From an optimization exercise on the open Yosys and OpenROAD flow, aimed at small area; shortcuts taken in it are not production practice.
Only simulation tests tie the RTL to the original design; equivalence was not proved.
Power figures rest on the tool's default switching activity, not on a simulated workload.

$ cat flow/design.v
package tlbrr_pkg;
	localparam int ENTRIES    = 32;
	localparam int PAGE_BITS  = 11;
	localparam int FRAME_BITS = 10;
	localparam int STAMP_BITS = 32;
	localparam int SLOT_W     = $clog2(ENTRIES);
	localparam int LFSR_W     = 16;
	localparam logic [LFSR_W-1:0] LFSR_TAPS = 16'hB400;
	localparam logic [LFSR_W-1:0] LFSR_SEED = 16'hACE1;
	localparam logic [1:0] ACT_LOOKUP = 2'd0;
	localparam logic [1:0] ACT_FILL   = 2'd1;
	localparam logic [1:0] ACT_FLUSH  = 2'd2;
	typedef struct packed {
		logic [1:0]            action;
		logic [PAGE_BITS-1:0]  page_number;
		logic [FRAME_BITS-1:0] frame_number;
	} in_item_t;
	typedef struct packed {
		logic                  hit;
		logic [FRAME_BITS-1:0] found_frame;
		logic [SLOT_W-1:0]     slot;
		logic                  evicted;
	} out_item_t;
	typedef struct packed {
		logic latch_in;
		logic scan_start;
		logic scan_step;
		logic commit;
	} dp_cmd_t;
	typedef struct packed {
		logic need_scan;
		logic scan_last;
		logic out_free;
	} dp_stat_t;
	function automatic logic [SLOT_W:0] first_set(input logic [ENTRIES-1:0] vec);
		logic              found;
		logic [SLOT_W-1:0] idx;
		found = 1'b0;
		idx   = '0;
		for (int i = ENTRIES - 1; i >= 0; i--) begin
			if (vec[i]) begin
				found = 1'b1;
				idx   = SLOT_W'(i);
			end
		end
		first_set = {found, idx};
	endfunction
	function automatic logic [LFSR_W-1:0] lfsr_step(input logic [LFSR_W-1:0] cur);
		logic [LFSR_W-1:0] nxt;
		nxt = cur >> 1;
		if (cur[0]) begin
			nxt = nxt ^ LFSR_TAPS;
		end
		lfsr_step = nxt;
	endfunction
endpackage
module tlbrr_ctrl(
	input  logic               clk,
	input  logic               arst_n,
	input  logic               in_valid,
	output logic               in_stall,
	input  tlbrr_pkg::dp_stat_t stat,
	output tlbrr_pkg::dp_cmd_t  cmd
);
	localparam logic [1:0] ST_IDLE   = 2'd0;
	localparam logic [1:0] ST_EXEC   = 2'd1;
	localparam logic [1:0] ST_SCAN   = 2'd2;
	localparam logic [1:0] ST_FINISH = 2'd3;
	logic [1:0] state_q;
	logic [1:0] state_d;
	assign in_stall = (state_q != ST_IDLE);
	always_comb begin
		state_d = state_q;
		cmd     = '0;
		case (state_q)
			ST_IDLE: begin
				if (in_valid) begin
					cmd.latch_in = 1'b1;
					state_d      = ST_EXEC;
				end
			end
			ST_EXEC: begin
				if (stat.need_scan) begin
					cmd.scan_start = 1'b1;
					state_d        = ST_SCAN;
				end else if (stat.out_free) begin
					cmd.commit = 1'b1;
					state_d    = ST_IDLE;
				end
			end
			ST_SCAN: begin
				cmd.scan_step = 1'b1;
				if (stat.scan_last) begin
					state_d = ST_FINISH;
				end
			end
			ST_FINISH: begin
				if (stat.out_free) begin
					cmd.commit = 1'b1;
					state_d    = ST_IDLE;
				end
			end
			default: begin
				state_d = ST_IDLE;
			end
		endcase
	end
	always_ff @(posedge clk or negedge arst_n) begin
		if (!arst_n) begin
			state_q <= ST_IDLE;
		end else begin
			state_q <= state_d;
		end
	end
endmodule
module tlbrr_datapath(
	input  logic                 clk,
	input  logic                 arst_n,
	input  logic                 cfg_we,
	input  logic                 cfg_data,
	input  tlbrr_pkg::in_item_t  in_data,
	output logic                 out_valid,
	input  logic                 out_stall,
	output tlbrr_pkg::out_item_t out_data,
	input  tlbrr_pkg::dp_cmd_t   cmd,
	output tlbrr_pkg::dp_stat_t  stat
);
	tlbrr_pkg::in_item_t              item_q;
	logic                  mode_q;
	logic [tlbrr_pkg::ENTRIES-1:0]    valid_q;
	logic [tlbrr_pkg::PAGE_BITS-1:0]  page_q  [tlbrr_pkg::ENTRIES];
	logic [tlbrr_pkg::FRAME_BITS-1:0] frame_q [tlbrr_pkg::ENTRIES];
	logic [tlbrr_pkg::STAMP_BITS-1:0] stamp_q [tlbrr_pkg::ENTRIES];
	logic [tlbrr_pkg::STAMP_BITS-1:0] counter_q;
	logic [tlbrr_pkg::LFSR_W-1:0]     lfsr_q;
	logic [tlbrr_pkg::SLOT_W-1:0]     scan_idx_q;
	logic [tlbrr_pkg::SLOT_W-1:0]     best_q;
	logic [tlbrr_pkg::STAMP_BITS-1:0] least_q;
	logic                  out_valid_q;
	tlbrr_pkg::out_item_t             out_q;
	logic [tlbrr_pkg::ENTRIES-1:0]    match_vec;
	logic [tlbrr_pkg::SLOT_W:0]       hit_enc;
	logic [tlbrr_pkg::SLOT_W:0]       free_enc;
	logic                  hit_any;
	logic [tlbrr_pkg::SLOT_W-1:0]     hit_idx;
	logic                  free_any;
	logic [tlbrr_pkg::SLOT_W-1:0]     free_idx;
	logic [tlbrr_pkg::LFSR_W-1:0]     lfsr_next;
	logic [tlbrr_pkg::SLOT_W-1:0]     fill_idx;
	logic [tlbrr_pkg::STAMP_BITS-1:0] scan_rd;
	tlbrr_pkg::out_item_t             out_next;
	always_comb begin
		for (int i = 0; i < tlbrr_pkg::ENTRIES; i++) begin
			match_vec[i] = valid_q[i] && (page_q[i] == item_q.page_number);
		end
	end
	assign hit_enc   = tlbrr_pkg::first_set(match_vec);
	assign free_enc  = tlbrr_pkg::first_set(~valid_q);
	assign hit_any   = hit_enc[tlbrr_pkg::SLOT_W];
	assign hit_idx   = hit_enc[tlbrr_pkg::SLOT_W-1:0];
	assign free_any  = free_enc[tlbrr_pkg::SLOT_W];
	assign free_idx  = free_enc[tlbrr_pkg::SLOT_W-1:0];
	assign lfsr_next = tlbrr_pkg::lfsr_step(lfsr_q);
	assign scan_rd   = stamp_q[scan_idx_q];
	always_comb begin
		if (free_any) begin
			fill_idx = free_idx;
		end else if (mode_q) begin
			fill_idx = lfsr_next[tlbrr_pkg::SLOT_W-1:0];
		end else begin
			fill_idx = best_q;
		end
	end
	always_comb begin
		out_next = '0;
		case (item_q.action)
			tlbrr_pkg::ACT_LOOKUP: begin
				if (hit_any) begin
					out_next.hit         = 1'b1;
					out_next.found_frame = frame_q[hit_idx];
					out_next.slot        = hit_idx;
				end
			end
			tlbrr_pkg::ACT_FILL: begin
				out_next.slot    = fill_idx;
				out_next.evicted = !free_any;
			end
			default: begin
				out_next = '0;
			end
		endcase
	end
	assign stat.need_scan = (item_q.action == tlbrr_pkg::ACT_FILL) && (&valid_q) && !mode_q;
	assign stat.scan_last = (scan_idx_q == tlbrr_pkg::SLOT_W'(tlbrr_pkg::ENTRIES - 1));
	assign stat.out_free  = !out_valid_q || !out_stall;
	assign out_valid = out_valid_q;
	assign out_data  = out_q;
	always_ff @(posedge clk or negedge arst_n) begin
		if (!arst_n) begin
			mode_q      <= 1'b0;
			valid_q     <= '0;
			for (int i = 0; i < tlbrr_pkg::ENTRIES; i++) begin
				stamp_q[i] <= '0;
			end
			counter_q   <= '0;
			lfsr_q      <= tlbrr_pkg::LFSR_SEED;
			out_valid_q <= 1'b0;
		end else begin
			if (cfg_we) begin
				mode_q <= cfg_data;
			end
			if (cmd.commit) begin
				out_valid_q <= 1'b1;
			end else if (!out_stall) begin
				out_valid_q <= 1'b0;
			end
			if (cmd.commit) begin
				case (item_q.action)
					tlbrr_pkg::ACT_LOOKUP: begin
						if (hit_any && !mode_q) begin
							stamp_q[hit_idx] <= counter_q;
							counter_q        <= counter_q + 1'b1;
						end
					end
					tlbrr_pkg::ACT_FILL: begin
						valid_q[fill_idx] <= 1'b1;
						if (!mode_q) begin
							stamp_q[fill_idx] <= counter_q;
							counter_q         <= counter_q + 1'b1;
						end else if (!free_any) begin
							lfsr_q <= lfsr_next;
						end
					end
					tlbrr_pkg::ACT_FLUSH: begin
						valid_q <= '0;
					end
					default: begin
						valid_q <= valid_q;
					end
				endcase
			end
		end
	end
	always_ff @(posedge clk) begin
		if (cmd.latch_in) begin
			item_q <= in_data;
		end
		if (cmd.commit) begin
			out_q <= out_next;
			if (item_q.action == tlbrr_pkg::ACT_FILL) begin
				page_q[fill_idx]  <= item_q.page_number;
				frame_q[fill_idx] <= item_q.frame_number;
			end
		end
		if (cmd.scan_start) begin
			scan_idx_q <= tlbrr_pkg::SLOT_W'(1);
			best_q     <= '0;
			least_q    <= stamp_q[0];
		end else if (cmd.scan_step) begin
			scan_idx_q <= scan_idx_q + 1'b1;
			if (scan_rd < least_q) begin
				least_q <= scan_rd;
				best_q  <= scan_idx_q;
			end
		end
	end
endmodule
module tlb_lru_random_replace_top(
	input  logic                 clk,
	input  logic                 arst_n,
	input  logic                 cfg_we,
	input  logic                 cfg_data,
	input  logic                 in_valid,
	output logic                 in_stall,
	input  tlbrr_pkg::in_item_t  in_data,
	output logic                 out_valid,
	input  logic                 out_stall,
	output tlbrr_pkg::out_item_t out_data
);
	tlbrr_pkg::dp_cmd_t  cmd;
	tlbrr_pkg::dp_stat_t stat;
	tlbrr_ctrl u_ctrl (
		.clk      (clk),
		.arst_n   (arst_n),
		.in_valid (in_valid),
		.in_stall (in_stall),
		.stat     (stat),
		.cmd      (cmd)
	);
	tlbrr_datapath u_dp (
		.clk       (clk),
		.arst_n    (arst_n),
		.cfg_we    (cfg_we),
		.cfg_data  (cfg_data),
		.in_data   (in_data),
		.out_valid (out_valid),
		.out_stall (out_stall),
		.out_data  (out_data),
		.cmd       (cmd),
		.stat      (stat)
	);
endmodule
$ cat flow/run.sh
#!/bin/bash
# synth_recipe.tcl (not shown) runs the flow's synth.tcl, then flattens the netlist and writes it again
# the make line also repeats each setting of config.mk as NAME=value (left out here)
make -C /OpenROAD-flow-scripts/flow DESIGN_CONFIG=/design/flow/config.mk WORK_HOME=/design/flow/orfs CLKGATE_MAP_FILE= SYNTH_SCRIPT=/design/flow/synth_recipe.tcl finish
$ cat flow/config.mk
export PLATFORM = sky130hd
export DESIGN_NAME = tlb_lru_random_replace_top
export DESIGN_NICKNAME = tlb_lru_random_replace_top
export VERILOG_FILES = /design/flow/design.v
export SDC_FILE = /design/flow/constraint.sdc
export NUM_CORES = 4
export LEC_CHECK = 0
export CAP_MARGIN = 20
export CORE_MARGIN = 2
export CORE_UTILIZATION = 40
export SLEW_MARGIN = 20
$ cat flow/constraint.sdc
create_clock -name core_clock -period 7.5 [get_ports {clk}]
set_input_delay 1.5000 -clock core_clock [delete_from_list [all_inputs] [get_ports {clk}]]
set_output_delay 1.5000 -clock core_clock [all_outputs]
set_load 0.01 [all_outputs]
==> impl_metrics.json <==
{
  "post_cts_buffers": 0,
  "num_vias": 52240,
  "grt_usage": 0.2457,
  "cts_buffers": 197,
  "gp_congestion": 0.8922,
  "cts_sinks": 1862,
  "antenna_left": 0,
  "die_w_um": 456.4,
  "slew_violations": 0,
  "fin_crit_sh": 0.8704,
  "drcViolationCount": 0,
  "clkPwrFrac": 0.411,
  "hold_class": "reg -> reg",
  "start_util": 0.4014,
  "pwr-share-comb": 0.105,
  "io_buffer_count": 47,
  "crit_top_cell": "a21oi_1",
  "critPathBufInv": 1,
  "fin_skew_ps": 98.37,
  "worstPathArrival_ps": 7000,
  "syn_avg_cell_area_um2": 14.20,
  "outcome": "finished clean",
  "grt_overflow": 0,
  "hold_buffers": 0,
  "tns_ps": 0,
  "tightest_slew_ps": 1146,
  "power.switching_mw": 6.275,
  "ys_seq_area_frac": 0.6142,
  "cp_slowest_cell": "or2_2",
  "fin_crit_ps": 6528,
  "synthFlopType": "dfrtp_1",
  "async_reset_ff_frac": 0.5951,
  "synth_edf_count": 744,
  "cp_top_family": "simple AND/OR/NAND/NOR gates",
  "viasPerCell": 6.021,
  "detail_route.wl_per_cell_um": 30.03,
  "io_pins": 48,
  "critical_path_class": "reg -> reg",
  "core-area_mm2": 0.2040,
  "place_hpwl_um": 163400,
  "final_util": 0.4545,
  "seq_power_share": 0.484,
  "wirelength_um": 260600,
  "p_int_mw": 17.66,
  "syn_area_mm2": 0.08186,
  "htreeDepth": 4,
  "clk_latency_ps": 890,
  "ys_warn_count": 3,
  "antenna_found_initial": 3,
  "leakagePower_nw": 39.06,
  "grt_setup_unrepaired": "false",
  "diodes": 0,
  "ys_seq_elements": 1862,
  "cp_max_fo": 32,
  "endpoint_kind": "flop",
  "syn_inst": 5765,
  "synthToLayoutAreaGrowth_pct": 13.23,
  "row_count": 166,
  "power_density_mw_per_mm2": 258.2,
  "max_freq_mhz": 153.2,
  "grt_first_pass_wirelength_um": 376500,
  "synth_fp_nets": 5841,
  "netSwitchingFraction": 0.2621,
  "die_h_um": 456.4,
  "drive_gt1_frac": 0.2722,
  "clk_pin_slew_worst_paths_ps": 60,
  "cts_tree": "built",
  "slew_headroom": 0.2330,
  "clockBufferDepth": 3,
  "grt_pass1_vias": 51480,
  "cts_root_buf": "clkbuf_16",
  "setup-violations-final": 0,
  "fillers": 17990,
  "peakVddDrop_mv": 0.2937,
  "grt_max_degree": 173,
  "dieArea_mm2": 0.2083,
  "cpPeakStageDelay_ps": 840,
  "ys_types": 100,
  "finalHoldViolCount": 0,
  "cts_resized": 0,
  "fin_nets": 5900,
  "crit_chain": "nand2b_1, nor2_4, buf_4, a22o_1, a221oi_1, nand4_1, nor3_1, a21oi_1, ha_1, a21o_1, a21oi_1, nor2b_1, o21ai_0, nand2b_1, a211oi_1, a21oi_1, nor3_2, or2_2",
  "worst_ep_required_time_ps": 7980,
  "drt_pre_antenna_iters": 6,
  "drt_iter0_drc": 5681,
  "cp-start-kind": "flop",
  "max-cap-violations": 0
}
power groups by stage:
stage	combinational [mW]	sequential (mW)	clock (mW)
6_report	2.52	11.6	9.83
5_1_grt	2.68	11.6	10.4
4_1_cts	2.47	11.6	9.95
3_5_place_dp	2.46	11.8	0
3_3_place_gp	2.40	11.8	0
2_1_floorplan	1.50	11.7	0
per-stage QoR:
stage	worst slack (ps)	hold WS, ps	power [mW]	cell area [um2]	instances
CTS	1056	478.9	24.03	92560	8668
detailed placement	1098	469.7	14.27	86020	8305
global placement	1118	459.5	14.20	85960	8303
finish	972.2	473.8	23.94	92690	8676
floorplan	2692	446.0	13.16	81860	5765
global route	618.3	500.0	24.67	92690	8676
metal layers:
layer  share of wire  GRT usage  wire length (um)  vias to the layer above
met4           0.031    0.07478              8088                        4
met5        0.000058          0                15                        -
met3           0.078    0.04745             20220                      452
met1            0.43     0.3445            111800                    27580
met2            0.46     0.3861            120500                     2332
li1                -          -                 -                    21870
final cells by class:
cell class                      instances  area [um2]  area share
Clock buffer                          286        5658     0.06104
Clock inverter                         77       889.6    0.009597
Inverter                               67       251.5    0.002713
Multi-Input combinational cell       3408       29500      0.3183
Sequential cell                      1862       50290      0.5425
Tap cell                             2688        3363     0.03628
Timing Repair Buffer                  288        2744     0.02960
cell usage in the layout, fill, tap and decap left out, drive strengths merged, types with 9 or more instances in the layout:
| cell type | synthesis | final |
|---|---|---|
| dfrtp | 1100 | 1100 |
| buf | 190 | 242 |
| nor2b | 16 | 16 |
| a22o | 150 | 150 |
| mux2 | 1073 | 1073 |
| mux2i | 117 | 117 |
| nand4 | 251 | 251 |
| or2 | 10 | 10 |
| a21oi | 71 | 71 |
| a21o | 9 | 9 |
| clkdlybuf4s50 | 0 | 46 |
| o22ai | 22 | 22 |
| a22oi | 203 | 203 |
| a222oi | 32 | 32 |
| a32o | 25 | 25 |
| nand3 | 94 | 94 |
| nor3 | 116 | 116 |
| dfxtp | 10 | 10 |
| xor2 | 19 | 19 |
| edfxtp | 744 | 744 |
| o21ai | 86 | 86 |
| clkinv | 2 | 59 |
| nand2 | 170 | 170 |
| a31oi | 11 | 11 |
| nor2 | 196 | 196 |
| xnor2 | 374 | 374 |
| and2 | 10 | 10 |
| or3 | 15 | 15 |
| and3 | 13 | 13 |
| nor4 | 15 | 15 |
| inv | 65 | 72 |
| nand2b | 23 | 23 |
| a221oi | 141 | 141 |
| ha | 47 | 47 |
| clkbuf | 238 | 286 |
| a211oi | 21 | 21 |
path summary, 6_finish.rpt:
check                           cells after the start                from             endpoint  slack [ps]
worst max-delay path                               18  u_dp.scan_idx_q[2]      u_dp.least_q[5]         970
worst min-delay path                                2     u_dp.lfsr_q[10]      u_dp.lfsr_q[10]         470
worst max register to register                     18  u_dp.scan_idx_q[2]      u_dp.least_q[5]         970
worst min register to register                      2     u_dp.lfsr_q[10]      u_dp.lfsr_q[10]         470
max in group asynchronous                           3              arst_n  u_dp.stamp_q[19][4]        4900
min in group asynchronous                           1              arst_n   u_dp.stamp_q[1][3]         740
logic make-up (layout without fill, tap and decap cells):
family | count (synthesis) | count (layout) | share of synthesized area
AOI/OAI and AO/OA | 824 | 824 | 0.07873
adders and majority gates | 47 | 47 | 0.007183
DFF | 1862 | 1862 | 0.6142
buffers and inverters | 495 | 718 | 0.03072
and+or+nand+nor | 954 | 954 | 0.06098
muxes | 1190 | 1190 | 0.1661
xor gates and xnor gates | 393 | 393 | 0.04214
registers in the layout (all words and copies together), names as in the netlist:
| register | flops |
|---|---|
| u_dp.stamp_q | 1024 |
| u_dp.page_q | 352 |
| u_dp.frame_q | 320 |
| u_dp.counter_q | 32 |
| u_dp.least_q | 32 |
| u_dp.valid_q | 32 |
| u_dp.item_q | 23 |
| u_dp.out_q | 17 |
| u_dp.lfsr_q | 16 |
| u_dp.best_q | 5 |
| u_dp.scan_idx_q | 5 |
| u_ctrl.state_q | 2 |
| u_dp.mode_q | 1 |
| u_dp.out_valid_q | 1 |
worst reg2reg max path, cell delays in order, from the launching register on:
cell      delay (ps)
dfxtp_1          590
nand2b_1         740
nor2_4           300
buf_4            360
a22o_1           300
a221oi_1         240
nand4_1          140
nor3_1           380
a21oi_1          160
ha_1             310
a21o_1           160
a21oi_1          150
nor2b_1           70
o21ai_0          150
nand2b_1          80
a211oi_1         420
a21oi_1          170
nor3_2           560
or2_2            840
synthesized netlist by cell type, types with 7 or more instances:
library cell / instances / area, um2
and2_1: 10 / 62.56
o21ai_0: 83 / 415.4
a31oi_1: 10 / 62.56
a32o_1: 25 / 250.2
o22ai_1: 22 / 137.6
nor2_1: 192 / 720.7
mux2i_1: 117 / 1171
nand2b_1: 23 / 143.9
buf_1: 19 / 71.32
or2_2: 7 / 43.79
buf_4: 26 / 195.2
mux2_4: 91 / 1366
nor3_2: 9 / 90.09
nor2b_1: 16 / 100.1
dfrtp_1: 1100 / 27530
o211ai_1: 7 / 52.55
clkbuf_1: 237 / 889.6
nand3_1: 93 / 465.5
buf_6: 35 / 394.1
a211oi_1: 20 / 150.1
inv_1: 59 / 221.5
nor3_1: 107 / 535.5
dfxtp_1: 10 / 200.2
buf_2: 96 / 480.5
ha_1: 47 / 588.1
or3_1: 14 / 87.58
nor4_1: 14 / 87.58
edfxtp_1: 744 / 22340
a221oi_1: 137 / 1200
xnor2_1: 373 / 3267
a22o_1: 149 / 1305
dfstp_2: 8 / 210.2
mux2_2: 821 / 9245
xor2_1: 19 / 166.4
a22oi_1: 200 / 1501
mux2_1: 161 / 1813
nand2_1: 155 / 581.8
nand2_2: 15 / 93.84
a21o_1: 9 / 67.56
nand4_1: 250 / 1564
a21oi_1: 67 / 335.3
buf_8: 11 / 165.2
and3_1: 12 / 75.07
a222oi_1: 32 / 320.3

[port drivers added, routing unchanged]
The results above use ideal ports. As a check the final layout listed here was re-extracted and re-timed, cells and wires unchanged. Step 1 (the two cells are an assumption about what drives the block):
set clk [get_ports {clk}]
set_driving_cell -lib_cell sky130_fd_sc_hd__clkbuf_16 $clk
set_driving_cell -lib_cell sky130_fd_sc_hd__buf_2 [delete_from_list [all_inputs] $clk]
Step 2, shift: input delay + t, output delay - t, t = (earliest + latest rising clock arrival at the registers) / 2. This alone moves slack from input paths to output paths. a / b / c = ideal ports / drivers / drivers and shift; a / b = the first two.
t (ns): 0.930
setup slack, ns: 0.972 / 0.972 / 0.972
latest minus earliest clock arrival (ns): 0.098 / 0.098
worst data-port slew with drivers (ns): 0.05
After both steps this run still meets setup and hold. The setup slack of this run moves by 0.000 ns with the drivers and by 0.000 ns with both steps.
